Context: an optimization exercise on an open-source flow, tuned for small area, a short achievable clock period and few clock cycles. The choices shown serve that exercise and are no tape-out recipe.
Where RTL was checked, it was by simulation tests only, not by an equivalence proof against the original.
Power is estimated from default activity; no workload was simulated.

==> inputs of v14 <==
==> flow/design.v (excerpt) <==
module usb_app #(
   parameter int RAM_DEPTH = 256,
   parameter int WAIT_W    = 8
) (
   input  logic       clk_i,
   input  logic       rstn_i,
   input  logic [7:0] out_data_i,
   input  logic       out_valid_i,
   output logic       out_ready_o,
   output logic [7:0] in_data_o,
   output logic       in_valid_o,
   input  logic       in_ready_i
);
==> flow/config.mk <==
export PLATFORM = sky130hd
export DESIGN_NAME = usb_app
export DESIGN_NICKNAME = usb_app
export VERILOG_FILES = /design/flow/design.v
export SDC_FILE = /design/flow/constraint.sdc
export NUM_CORES = 4
export LEC_CHECK = 0
export ABC_CLOCK_PERIOD_IN_PS = 2400
export CAP_MARGIN = 20
export CORE_MARGIN = 2
export CORE_UTILIZATION = 50
export CTS_CLUSTER_DIAMETER = 60
export CTS_CLUSTER_SIZE = 25
export SETUP_SLACK_MARGIN = 2.6
export SLEW_MARGIN = 20
==> flow/constraint.sdc <==
create_clock -name core_clock -period 5.0 [get_ports {clk_i}]
set_input_delay 1.0000 -clock core_clock [delete_from_list [all_inputs] [get_ports {clk_i}]]
set_output_delay 1.0000 -clock core_clock [all_outputs]
set_load 0.01 [all_outputs]
run.sh (not shown) runs the stock make flow with config.mk's settings and CLKGATE_MAP_FILE= SYNTH_SCRIPT=/design/flow/synth_recipe.tcl, a recipe that flattens the netlist after the stock synthesis.
==> inputs of v38, as changes to v14 <==
--- a/flow/design.v
+++ b/flow/design.v
@@ -153,72 +153,109 @@
    localparam int NT = 256 / TAP_P;
    localparam int SW = $clog2(TAP_P);
    localparam int KW = 8 - SW;
    logic [2047:0]    ring;
    logic [7:0]       ph;
    logic [7:0]       apos;          
+   logic             aset_q;        
+   logic [7:0]       aval_q;
    logic [7:0]       dl_data [TAP_P];
    logic [TAP_P-1:0] dl_v;
    logic [SW-1:0]    w_s;
    logic [KW-1:0]    w_k;
    logic [7:0]       w_d;
    logic             w_en;
    logic [7:0]       wd;
    logic [7:0]       rd_off;        
+   logic [7:0]       rd_off_d;
+   logic [7:0]       rsel_lo;       
+   logic [3:0]       rsel_hi;       
+   logic [7:0]       rgrp [4];
    logic [7:0]       tap [NT];
    assign wr_idle_o = ~|dl_v;
    assign wr_ok_o   = wr_idle_o | wr_cont_i;
    assign wd   = apos - 8'd2;
-   assign w_en = dl_v[w_s];
-   assign w_d  = dl_data[w_s];
+   logic          sel0;
+   logic [SW-1:0] w_sm1;
+   logic          we_q;
+   logic [7:0]    wdat_q;
+   logic [KW-1:0] wk_q;
+   assign sel0  = wr_idle_o ? (apos[SW-1:0] == SW'(2)) : (w_s == '0);
+   assign w_sm1 = w_s - 1'b1;
+   assign w_en = we_q;
+   assign w_d  = wdat_q;
    always_ff @(posedge clk_i or negedge rstn) begin
       if (!rstn) begin
-         ph   <= '0;
-         apos <= '0;
-         dl_v <= '0;
+         ph     <= '0;
+         apos   <= '0;
+         aset_q <= 1'b0;
+         dl_v   <= '0;
+         we_q   <= 1'b0;
       end else begin
-         ph <= ph + 1'b1;
-         if (set_addr_i)       apos <= set_val_i - ph - 8'd1;
+         ph     <= ph + 1'b1;
+         aset_q <= set_addr_i;
+         if (aset_q)           apos <= aval_q - ph - 8'd1;
          else if (wr_en_i)     apos <= apos;
          else if (zero_addr_i) apos <= ~ph;
          else                  apos <= apos - 8'd1;
          for (int j = TAP_P - 1; j > 0; j--) begin
             dl_v[j] <= dl_v[j-1] & (w_s != SW'(j - 1));
          end
          dl_v[0] <= wr_en_i;
+         we_q    <= sel0 ? wr_en_i : (~wr_idle_o & dl_v[w_sm1]);
       end
    end
+   always_comb begin
+      if (rd_start_i)      rd_off_d = apos - 8'd1;
+      else if (!rd_take_i) rd_off_d = rd_off - 8'd1;
+      else                 rd_off_d = rd_off;
+   end
    always_ff @(posedge clk_i) begin
-      if (wr_en_i && wr_idle_o) begin
+      if (set_addr_i) aval_q <= set_val_i;
+      wdat_q <= sel0 ? wr_data_i : dl_data[w_sm1];
+      wk_q   <= wr_idle_o ? wd[7:SW] : w_k;
+      if (wr_idle_o) begin
          w_s <= wd[SW-1:0];
          w_k <= wd[7:SW];
       end
-      if (rd_start_i)      rd_off <= apos - 8'd1;
-      else if (!rd_take_i) rd_off <= rd_off - 8'd1;
+      rd_off <= rd_off_d;
+      rsel_lo <= 8'd1 << rd_off_d[5:3];
+      rsel_hi <= 4'd1 << rd_off_d[7:6];
       dl_data[0] <= wr_data_i;
       for (int j = 1; j < TAP_P; j++) begin
          dl_data[j] <= dl_data[j-1];
       end
    end
    logic [2047:0] ring_d;
    always_comb begin
       ring_d = {ring[7:0], ring[2047:8]};
       for (int k = 0; k < NT; k++) begin
-         if (w_en && w_k == KW'(k)) ring_d[k*TAP_P*8 +: 8] = w_d;
+         if (w_en && wk_q == KW'(k)) ring_d[k*TAP_P*8 +: 8] = w_d;
       end
    end
    always_ff @(posedge clk_i) begin
       ring <= ring_d;
    end
    always_comb begin
       for (int k = 0; k < NT; k++) begin
          tap[k] = ring[k*TAP_P*8 +: 8];
       end
    end
    assign rd_ok_o   = (rd_off[SW-1:0] == '0);
-   assign rd_data_o = tap[rd_off[7:SW]];
+   always_comb begin
+      for (int h = 0; h < 4; h++) begin
+         rgrp[h] = '0;
+         for (int l = 0; l < 8; l++) begin
+            rgrp[h] = rgrp[h] | (tap[h*8 + l] & {8{rsel_lo[l]}});
+         end
+      end
+      rd_data_o = '0;
+      for (int h = 0; h < 4; h++) begin
+         rd_data_o = rd_data_o | (rgrp[h] & {8{rsel_hi[h]}});
+      end
+   end
 endmodule
 `timescale 1ns/1ps
 module app_ctrl (
    input  logic        clk_i,
    input  logic        rstn,
    input  logic [7:0]  out_data_i,
@@ -262,13 +299,17 @@
    input  logic        rd_ok_i,
    input  logic [7:0]  rd_data_i
 );
    logic        rdy_q;
    logic        sk_v_q;
    logic [7:0]  sk_d_q;
+   logic        sk_six_q;
+   logic        sk_vb_q;              
    logic        ov_q, tv_q;           
+   logic        ovo_q, rdyo_q;        
+   logic [7:0]  odo_q;                
    logic [7:0]  od_q, td_q;
    logic        op_q, tp_q;           
    logic        pL_q, pC_q, pA0_q, pA1_q, pA2_q, pD_q, pW_q;
    logic        cIN_q, cOUT_q, cADDR_q, cLW_q, cRR_q;
    logic [23:0] arg_q;
    logic        arg_last_q;           
@@ -279,22 +320,34 @@
    logic [23:0] gcnt_q;
    logic        glast_q;              
    logic        rv_q;                 
    logic [7:0]  rdat_q;
    logic        rdone_q;              
    logic [1:0]  gidx_q;
+   function automatic logic [23:0] dec24(input logic [23:0] x);
+      dec24[11:0]  = x[11:0] - 1'b1;
+      dec24[23:12] = (x[11:0] == 12'd0) ? x[23:12] - 1'b1 : x[23:12];
+   endfunction
    logic        hs_out;
    logic        b_v;
    logic [7:0]  b;
    logic        b_zero;
    logic        b_six;
+   logic [6:0]  sk_dec_q;
+   logic [6:0]  in_dec;
+   logic [6:0]  b_dec;
+   function automatic logic [6:0] decode(input logic [7:0] x);
+      decode = {x == 8'h08, x == 8'h05, x == 8'h04, x == 8'h03, x == 8'h02, x == 8'h01, x == 8'h00};
+   endfunction
    assign hs_out = out_valid_i & rdy_q;
    assign b_v    = sk_v_q | hs_out;
-   assign b      = sk_v_q ? sk_d_q : out_data_i;
-   assign b_zero = (b == 8'h00);
-   assign b_six  = (b == 8'h06);
+   assign b      = sk_vb_q ? sk_d_q : out_data_i;
+   assign in_dec = decode(out_data_i);
+   assign b_dec  = sk_vb_q ? sk_dec_q : in_dec;
+   assign b_zero = b_dec[0];
+   assign b_six  = sk_vb_q ? sk_six_q : (out_data_i == 8'h06);
    logic in_take;
    logic ofree;         
    logic g_ready;       
    logic byp_ok;        
    logic slot_busy;     
    logic rread_busy;
@@ -321,18 +374,18 @@
    assign tA0 = b_v & pA0_q & ~(sl_arg & ~g_ready);
    assign tA1 = b_v & pA1_q;
    assign tA2 = b_v & pA2_q & ~(cjob & slot_busy) & ~(cOUT_q & sl_v_q & sWD_q & ~g_ready);
    assign tD  = b_v & pD_q & ~(arg_last_q & slot_busy);
    assign tW  = b_v & pW_q & gen_quiet;
    assign take = tL | tC | tA0 | tA1 | tA2 | tD | tW;
-   assign c_in   = (b == 8'h01);
-   assign c_out  = (b == 8'h02);
-   assign c_addr = (b == 8'h03);
-   assign c_wait = (b == 8'h04);
-   assign c_lw   = (b == 8'h05);
-   assign c_rr   = (b == 8'h08);
+   assign c_in   = b_dec[1];
+   assign c_out  = b_dec[2];
+   assign c_addr = b_dec[3];
+   assign c_wait = b_dec[4];
+   assign c_lw   = b_dec[5];
+   assign c_rr   = b_dec[6];
    assign sl_fill = (tC & b_six & ~byp_ok) | (tA2 & cjob & ~byp_ok) | (tD & arg_last_q);
    logic        sl_take;
    logic        st_E, st_LR, st_WD, st_IN, st_LD, st_RR;    
    logic [23:0] gj_arg;
    assign sl_take = sl_v_q & g_ready;
    assign st_E    = b_v & pL_q & ~b_zero & echo_ok;
@@ -365,13 +418,13 @@
    end
    assign lfsr_step_o     = st_IN | run_in;
    assign lfsr_load_o     = st_LD;
    assign lfsr_load_val_o = gj_arg;
    logic g_ld_sel;
    assign g_ld_sel        = gI_q & (sl_v_q ? (sLR_q | sWD_q) : pC_q);
-   assign gcrc_en_o       = st_LR | st_WD | st_IN | run_in;
+   assign gcrc_en_o       = gI_q | run_in;
    assign gcrc_init_o     = gI_q;
    assign gcrc_upd_o      = ~g_ld_sel;
    assign gcrc_data_o     = lfsr_i[7:0];
    assign gcrc_load_o     = g_ld_sel;
    assign gcrc_load_val_o = gI_q & ~(sl_v_q & sWD_q) ? ~{8'h00, lfsr_i} : pcrc_i;
    assign rd_start_o = st_RR;
@@ -388,15 +441,15 @@
    logic p_init;
    assign p_init      = pA2_q & cOUT_q & ~(sl_v_q & sWD_q & ~g_ready);
    assign pcrc_en_o   = p_init | tD;
    assign pcrc_init_o = p_init;
    assign pcrc_upd_o  = pD_q;
    assign pcrc_data_o = b;
-   assign out_ready_o = rdy_q;
-   assign in_valid_o  = ov_q;
-   assign in_data_o   = od_q;
+   assign out_ready_o = rdyo_q;
+   assign in_valid_o  = ovo_q;
+   assign in_data_o   = odo_q;
    logic sk_v_d;
    logic omove;
    assign sk_v_d = b_v & ~take;
    assign omove  = ~ov_q | in_take;
    always_ff @(posedge clk_i or negedge rstn) begin
       if (!rstn) begin
@@ -410,13 +463,30 @@
          if (omove)     ov_q <= tv_q | oload;
          if (tv_q)      tv_q <= ~omove;
          else           tv_q <= oload & ~omove;
       end
    end
    always_ff @(posedge clk_i) begin
-      if (!sk_v_q) sk_d_q <= out_data_i;
+      if (!rstn) begin
+         ovo_q  <= 1'b0;
+         rdyo_q <= 1'b0;
+         odo_q  <= '0;
+         sk_vb_q <= 1'b0;
+      end else begin
+         sk_vb_q <= sk_v_d;
+         odo_q  <= omove ? (tv_q ? td_q : onext) : od_q;
+         rdyo_q <= ~sk_v_d & pace_free_i;
+         ovo_q  <= (ov_q & ~in_ready_i) | tv_q | oload;
+      end
+   end
+   always_ff @(posedge clk_i) begin
+      if (!sk_v_q) begin
+         sk_d_q   <= out_data_i;
+         sk_dec_q <= in_dec;
+         sk_six_q <= (out_data_i == 8'h06);
+      end
       if (omove) begin
          od_q <= tv_q ? td_q : onext;
          op_q <= tv_q ? tp_q : opaced;
       end
       if (!tv_q || omove) begin
          td_q <= onext;
@@ -452,13 +522,13 @@
       if (tA1) arg_q[15:8] <= b;
       if (tA2) begin
          arg_q[23:16] <= b;
          arg_last_q   <= ({b, arg_q[15:0]} == 24'd0);
       end
       if (tD) begin
-         arg_q      <= arg_q - 1'b1;
+         arg_q      <= dec24(arg_q);
          arg_last_q <= (arg_q == 24'd1);
       end
    end
    always_ff @(posedge clk_i or negedge rstn) begin
       if (!rstn) begin
          sl_v_q <= 1'b0;
@@ -489,13 +559,13 @@
       if (run_wd)         gidx_q <= gidx_q + 1'b1;
       if (st_IN || st_RR) begin
          gcnt_q  <= gj_arg;
          glast_q <= st_IN ? (gj_arg == 24'd1) : (gj_arg == 24'd0);
       end
       if (run_in || rd_iss) begin
-         gcnt_q  <= gcnt_q - 1'b1;
+         gcnt_q  <= dec24(gcnt_q);
          glast_q <= run_in ? (gcnt_q == 24'd2) : (gcnt_q == 24'd1);
       end
       if (st_RR)       rdone_q <= 1'b0;
       else if (rd_iss) rdone_q <= glast_q;
       if (rd_iss)      rdat_q  <= rd_data_i;
    end
==> inputs of v20, as changes to v14 <==
--- a/flow/design.v
+++ b/flow/design.v
@@ -153,12 +153,14 @@
    localparam int NT = 256 / TAP_P;
    localparam int SW = $clog2(TAP_P);
    localparam int KW = 8 - SW;
    logic [2047:0]    ring;
    logic [7:0]       ph;
    logic [7:0]       apos;          
+   logic             aset_q;        
+   logic [7:0]       aval_q;
    logic [7:0]       dl_data [TAP_P];
    logic [TAP_P-1:0] dl_v;
    logic [SW-1:0]    w_s;
    logic [KW-1:0]    w_k;
    logic [7:0]       w_d;
    logic             w_en;
@@ -169,29 +171,32 @@
    assign wr_ok_o   = wr_idle_o | wr_cont_i;
    assign wd   = apos - 8'd2;
    assign w_en = dl_v[w_s];
    assign w_d  = dl_data[w_s];
    always_ff @(posedge clk_i or negedge rstn) begin
       if (!rstn) begin
-         ph   <= '0;
-         apos <= '0;
-         dl_v <= '0;
+         ph     <= '0;
+         apos   <= '0;
+         aset_q <= 1'b0;
+         dl_v   <= '0;
       end else begin
-         ph <= ph + 1'b1;
-         if (set_addr_i)       apos <= set_val_i - ph - 8'd1;
+         ph     <= ph + 1'b1;
+         aset_q <= set_addr_i;
+         if (aset_q)           apos <= aval_q - ph - 8'd1;
          else if (wr_en_i)     apos <= apos;
          else if (zero_addr_i) apos <= ~ph;
          else                  apos <= apos - 8'd1;
          for (int j = TAP_P - 1; j > 0; j--) begin
             dl_v[j] <= dl_v[j-1] & (w_s != SW'(j - 1));
          end
          dl_v[0] <= wr_en_i;
       end
    end
    always_ff @(posedge clk_i) begin
-      if (wr_en_i && wr_idle_o) begin
+      if (set_addr_i) aval_q <= set_val_i;
+      if (wr_idle_o) begin
          w_s <= wd[SW-1:0];
          w_k <= wd[7:SW];
       end
       if (rd_start_i)      rd_off <= apos - 8'd1;
       else if (!rd_take_i) rd_off <= rd_off - 8'd1;
       dl_data[0] <= wr_data_i;
@@ -262,13 +267,15 @@
    input  logic        rd_ok_i,
    input  logic [7:0]  rd_data_i
 );
    logic        rdy_q;
    logic        sk_v_q;
    logic [7:0]  sk_d_q;
+   logic        sk_six_q;
    logic        ov_q, tv_q;           
+   logic        ovo_q, rdyo_q;        
    logic [7:0]  od_q, td_q;
    logic        op_q, tp_q;           
    logic        pL_q, pC_q, pA0_q, pA1_q, pA2_q, pD_q, pW_q;
    logic        cIN_q, cOUT_q, cADDR_q, cLW_q, cRR_q;
    logic [23:0] arg_q;
    logic        arg_last_q;           
@@ -284,17 +291,25 @@
    logic [1:0]  gidx_q;
    logic        hs_out;
    logic        b_v;
    logic [7:0]  b;
    logic        b_zero;
    logic        b_six;
+   logic [6:0]  sk_dec_q;
+   logic [6:0]  in_dec;
+   logic [6:0]  b_dec;
+   function automatic logic [6:0] decode(input logic [7:0] x);
+      decode = {x == 8'h08, x == 8'h05, x == 8'h04, x == 8'h03, x == 8'h02, x == 8'h01, x == 8'h00};
+   endfunction
    assign hs_out = out_valid_i & rdy_q;
    assign b_v    = sk_v_q | hs_out;
    assign b      = sk_v_q ? sk_d_q : out_data_i;
-   assign b_zero = (b == 8'h00);
-   assign b_six  = (b == 8'h06);
+   assign in_dec = decode(out_data_i);
+   assign b_dec  = sk_v_q ? sk_dec_q : in_dec;
+   assign b_zero = b_dec[0];
+   assign b_six  = sk_v_q ? sk_six_q : (out_data_i == 8'h06);
    logic in_take;
    logic ofree;         
    logic g_ready;       
    logic byp_ok;        
    logic slot_busy;     
    logic rread_busy;
@@ -321,18 +336,18 @@
    assign tA0 = b_v & pA0_q & ~(sl_arg & ~g_ready);
    assign tA1 = b_v & pA1_q;
    assign tA2 = b_v & pA2_q & ~(cjob & slot_busy) & ~(cOUT_q & sl_v_q & sWD_q & ~g_ready);
    assign tD  = b_v & pD_q & ~(arg_last_q & slot_busy);
    assign tW  = b_v & pW_q & gen_quiet;
    assign take = tL | tC | tA0 | tA1 | tA2 | tD | tW;
-   assign c_in   = (b == 8'h01);
-   assign c_out  = (b == 8'h02);
-   assign c_addr = (b == 8'h03);
-   assign c_wait = (b == 8'h04);
-   assign c_lw   = (b == 8'h05);
-   assign c_rr   = (b == 8'h08);
+   assign c_in   = b_dec[1];
+   assign c_out  = b_dec[2];
+   assign c_addr = b_dec[3];
+   assign c_wait = b_dec[4];
+   assign c_lw   = b_dec[5];
+   assign c_rr   = b_dec[6];
    assign sl_fill = (tC & b_six & ~byp_ok) | (tA2 & cjob & ~byp_ok) | (tD & arg_last_q);
    logic        sl_take;
    logic        st_E, st_LR, st_WD, st_IN, st_LD, st_RR;    
    logic [23:0] gj_arg;
    assign sl_take = sl_v_q & g_ready;
    assign st_E    = b_v & pL_q & ~b_zero & echo_ok;
@@ -365,13 +380,13 @@
    end
    assign lfsr_step_o     = st_IN | run_in;
    assign lfsr_load_o     = st_LD;
    assign lfsr_load_val_o = gj_arg;
    logic g_ld_sel;
    assign g_ld_sel        = gI_q & (sl_v_q ? (sLR_q | sWD_q) : pC_q);
-   assign gcrc_en_o       = st_LR | st_WD | st_IN | run_in;
+   assign gcrc_en_o       = gI_q | run_in;
    assign gcrc_init_o     = gI_q;
    assign gcrc_upd_o      = ~g_ld_sel;
    assign gcrc_data_o     = lfsr_i[7:0];
    assign gcrc_load_o     = g_ld_sel;
    assign gcrc_load_val_o = gI_q & ~(sl_v_q & sWD_q) ? ~{8'h00, lfsr_i} : pcrc_i;
    assign rd_start_o = st_RR;
@@ -388,14 +403,14 @@
    logic p_init;
    assign p_init      = pA2_q & cOUT_q & ~(sl_v_q & sWD_q & ~g_ready);
    assign pcrc_en_o   = p_init | tD;
    assign pcrc_init_o = p_init;
    assign pcrc_upd_o  = pD_q;
    assign pcrc_data_o = b;
-   assign out_ready_o = rdy_q;
-   assign in_valid_o  = ov_q;
+   assign out_ready_o = rdyo_q;
+   assign in_valid_o  = ovo_q;
    assign in_data_o   = od_q;
    logic sk_v_d;
    logic omove;
    assign sk_v_d = b_v & ~take;
    assign omove  = ~ov_q | in_take;
    always_ff @(posedge clk_i or negedge rstn) begin
@@ -410,13 +425,26 @@
          if (omove)     ov_q <= tv_q | oload;
          if (tv_q)      tv_q <= ~omove;
          else           tv_q <= oload & ~omove;
       end
    end
    always_ff @(posedge clk_i) begin
-      if (!sk_v_q) sk_d_q <= out_data_i;
+      if (!rstn) begin
+         ovo_q  <= 1'b0;
+         rdyo_q <= 1'b0;
+      end else begin
+         rdyo_q <= ~sk_v_d & pace_free_i;
+         if (omove) ovo_q <= tv_q | oload;
+      end
+   end
+   always_ff @(posedge clk_i) begin
+      if (!sk_v_q) begin
+         sk_d_q   <= out_data_i;
+         sk_dec_q <= in_dec;
+         sk_six_q <= (out_data_i == 8'h06);
+      end
       if (omove) begin
          od_q <= tv_q ? td_q : onext;
          op_q <= tv_q ? tp_q : opaced;
       end
       if (!tv_q || omove) begin
          td_q <= onext;
==> inputs of v8, as changes to v14 <==
--- a/flow/design.v
+++ b/flow/design.v
@@ -153,12 +153,14 @@
    localparam int NT = 256 / TAP_P;
    localparam int SW = $clog2(TAP_P);
    localparam int KW = 8 - SW;
    logic [2047:0]    ring;
    logic [7:0]       ph;
    logic [7:0]       apos;          
+   logic             aset_q;        
+   logic [7:0]       aval_q;
    logic [7:0]       dl_data [TAP_P];
    logic [TAP_P-1:0] dl_v;
    logic [SW-1:0]    w_s;
    logic [KW-1:0]    w_k;
    logic [7:0]       w_d;
    logic             w_en;
@@ -169,29 +171,32 @@
    assign wr_ok_o   = wr_idle_o | wr_cont_i;
    assign wd   = apos - 8'd2;
    assign w_en = dl_v[w_s];
    assign w_d  = dl_data[w_s];
    always_ff @(posedge clk_i or negedge rstn) begin
       if (!rstn) begin
-         ph   <= '0;
-         apos <= '0;
-         dl_v <= '0;
+         ph     <= '0;
+         apos   <= '0;
+         aset_q <= 1'b0;
+         dl_v   <= '0;
       end else begin
-         ph <= ph + 1'b1;
-         if (set_addr_i)       apos <= set_val_i - ph - 8'd1;
+         ph     <= ph + 1'b1;
+         aset_q <= set_addr_i;
+         if (aset_q)           apos <= aval_q - ph - 8'd1;
          else if (wr_en_i)     apos <= apos;
          else if (zero_addr_i) apos <= ~ph;
          else                  apos <= apos - 8'd1;
          for (int j = TAP_P - 1; j > 0; j--) begin
             dl_v[j] <= dl_v[j-1] & (w_s != SW'(j - 1));
          end
          dl_v[0] <= wr_en_i;
       end
    end
    always_ff @(posedge clk_i) begin
-      if (wr_en_i && wr_idle_o) begin
+      if (set_addr_i) aval_q <= set_val_i;
+      if (wr_idle_o) begin
          w_s <= wd[SW-1:0];
          w_k <= wd[7:SW];
       end
       if (rd_start_i)      rd_off <= apos - 8'd1;
       else if (!rd_take_i) rd_off <= rd_off - 8'd1;
       dl_data[0] <= wr_data_i;
@@ -262,13 +267,15 @@
    input  logic        rd_ok_i,
    input  logic [7:0]  rd_data_i
 );
    logic        rdy_q;
    logic        sk_v_q;
    logic [7:0]  sk_d_q;
+   logic        sk_six_q;
    logic        ov_q, tv_q;           
+   logic        ovo_q, rdyo_q;        
    logic [7:0]  od_q, td_q;
    logic        op_q, tp_q;           
    logic        pL_q, pC_q, pA0_q, pA1_q, pA2_q, pD_q, pW_q;
    logic        cIN_q, cOUT_q, cADDR_q, cLW_q, cRR_q;
    logic [23:0] arg_q;
    logic        arg_last_q;           
@@ -284,17 +291,25 @@
    logic [1:0]  gidx_q;
    logic        hs_out;
    logic        b_v;
    logic [7:0]  b;
    logic        b_zero;
    logic        b_six;
+   logic [6:0]  sk_dec_q;
+   logic [6:0]  in_dec;
+   logic [6:0]  b_dec;
+   function automatic logic [6:0] decode(input logic [7:0] x);
+      decode = {x == 8'h08, x == 8'h05, x == 8'h04, x == 8'h03, x == 8'h02, x == 8'h01, x == 8'h00};
+   endfunction
    assign hs_out = out_valid_i & rdy_q;
    assign b_v    = sk_v_q | hs_out;
    assign b      = sk_v_q ? sk_d_q : out_data_i;
-   assign b_zero = (b == 8'h00);
-   assign b_six  = (b == 8'h06);
+   assign in_dec = decode(out_data_i);
+   assign b_dec  = sk_v_q ? sk_dec_q : in_dec;
+   assign b_zero = b_dec[0];
+   assign b_six  = sk_v_q ? sk_six_q : (out_data_i == 8'h06);
    logic in_take;
    logic ofree;         
    logic g_ready;       
    logic byp_ok;        
    logic slot_busy;     
    logic rread_busy;
@@ -321,18 +336,18 @@
    assign tA0 = b_v & pA0_q & ~(sl_arg & ~g_ready);
    assign tA1 = b_v & pA1_q;
    assign tA2 = b_v & pA2_q & ~(cjob & slot_busy) & ~(cOUT_q & sl_v_q & sWD_q & ~g_ready);
    assign tD  = b_v & pD_q & ~(arg_last_q & slot_busy);
    assign tW  = b_v & pW_q & gen_quiet;
    assign take = tL | tC | tA0 | tA1 | tA2 | tD | tW;
-   assign c_in   = (b == 8'h01);
-   assign c_out  = (b == 8'h02);
-   assign c_addr = (b == 8'h03);
-   assign c_wait = (b == 8'h04);
-   assign c_lw   = (b == 8'h05);
-   assign c_rr   = (b == 8'h08);
+   assign c_in   = b_dec[1];
+   assign c_out  = b_dec[2];
+   assign c_addr = b_dec[3];
+   assign c_wait = b_dec[4];
+   assign c_lw   = b_dec[5];
+   assign c_rr   = b_dec[6];
    assign sl_fill = (tC & b_six & ~byp_ok) | (tA2 & cjob & ~byp_ok) | (tD & arg_last_q);
    logic        sl_take;
    logic        st_E, st_LR, st_WD, st_IN, st_LD, st_RR;    
    logic [23:0] gj_arg;
    assign sl_take = sl_v_q & g_ready;
    assign st_E    = b_v & pL_q & ~b_zero & echo_ok;
@@ -365,13 +380,13 @@
    end
    assign lfsr_step_o     = st_IN | run_in;
    assign lfsr_load_o     = st_LD;
    assign lfsr_load_val_o = gj_arg;
    logic g_ld_sel;
    assign g_ld_sel        = gI_q & (sl_v_q ? (sLR_q | sWD_q) : pC_q);
-   assign gcrc_en_o       = st_LR | st_WD | st_IN | run_in;
+   assign gcrc_en_o       = gI_q | run_in;
    assign gcrc_init_o     = gI_q;
    assign gcrc_upd_o      = ~g_ld_sel;
    assign gcrc_data_o     = lfsr_i[7:0];
    assign gcrc_load_o     = g_ld_sel;
    assign gcrc_load_val_o = gI_q & ~(sl_v_q & sWD_q) ? ~{8'h00, lfsr_i} : pcrc_i;
    assign rd_start_o = st_RR;
@@ -388,14 +403,14 @@
    logic p_init;
    assign p_init      = pA2_q & cOUT_q & ~(sl_v_q & sWD_q & ~g_ready);
    assign pcrc_en_o   = p_init | tD;
    assign pcrc_init_o = p_init;
    assign pcrc_upd_o  = pD_q;
    assign pcrc_data_o = b;
-   assign out_ready_o = rdy_q;
-   assign in_valid_o  = ov_q;
+   assign out_ready_o = rdyo_q;
+   assign in_valid_o  = ovo_q;
    assign in_data_o   = od_q;
    logic sk_v_d;
    logic omove;
    assign sk_v_d = b_v & ~take;
    assign omove  = ~ov_q | in_take;
    always_ff @(posedge clk_i or negedge rstn) begin
@@ -410,13 +425,26 @@
          if (omove)     ov_q <= tv_q | oload;
          if (tv_q)      tv_q <= ~omove;
          else           tv_q <= oload & ~omove;
       end
    end
    always_ff @(posedge clk_i) begin
-      if (!sk_v_q) sk_d_q <= out_data_i;
+      if (!rstn) begin
+         ovo_q  <= 1'b0;
+         rdyo_q <= 1'b0;
+      end else begin
+         rdyo_q <= ~sk_v_d & pace_free_i;
+         if (omove) ovo_q <= tv_q | oload;
+      end
+   end
+   always_ff @(posedge clk_i) begin
+      if (!sk_v_q) begin
+         sk_d_q   <= out_data_i;
+         sk_dec_q <= in_dec;
+         sk_six_q <= (out_data_i == 8'h06);
+      end
       if (omove) begin
          od_q <= tv_q ? td_q : onext;
          op_q <= tv_q ? tp_q : opaced;
       end
       if (!tv_q || omove) begin
          td_q <= onext;
SETUP_SLACK_MARGIN = 2.45   (was 2.6)
==> comparison <==
Clock power is about the same in v38 and v14. Of v14 and v8, v8 has the higher sequential cell count (gap 19). Global-route usage, highest first: v20, v14, v8, v38. Of v14 and v20, v20 has the higher register-to-register slack (gap 160 ps). In v38 the hold slack is better than in v14, by 49 ps.
Testbench counts of v38, summed over its fixed seeds: cycles 7,021.
Testbench counts of v20, summed over its fixed seeds: cycles 7,021.
Testbench counts of v8, summed over its fixed seeds: cycles 7,021.
Function not checked in v14: the RTL went through the layout flow alone.

==> re-timing with driven ports <==
Ports are ideal in the flow. The routed layouts listed here were re-timed in OpenROAD.
Step 1: set_driving_cell puts a clkbuf_16 on clk_i and a buf_2 on each other input, an assumption about the parent block.
Step 2 times the ports against the registers' clock, not the clock port: input delays grow and output delays shrink by t, the midpoint of the rising clock arrivals with the driver on.
a / b / c = ideal / step 1 / step 2; a / b = the first two.
run	t, ns	setup slack, ns	worst setup path after step 2	cell pins on the clock port's net
v14	0.844	2.302 / 2.302 / 1.590	input to register	1
v38	0.853	2.424 / 2.424 / 1.817	input to register	1
v20	0.855	2.461 / 2.426 / 1.814	input to register	1
v8	0.852	2.300 / 2.300 / 1.689	input to register	1
After both steps every run listed still meets setup and hold. The setup slack of v14, which loses most, moves by 0.000 ns with the drivers and by -0.712 ns with both steps.
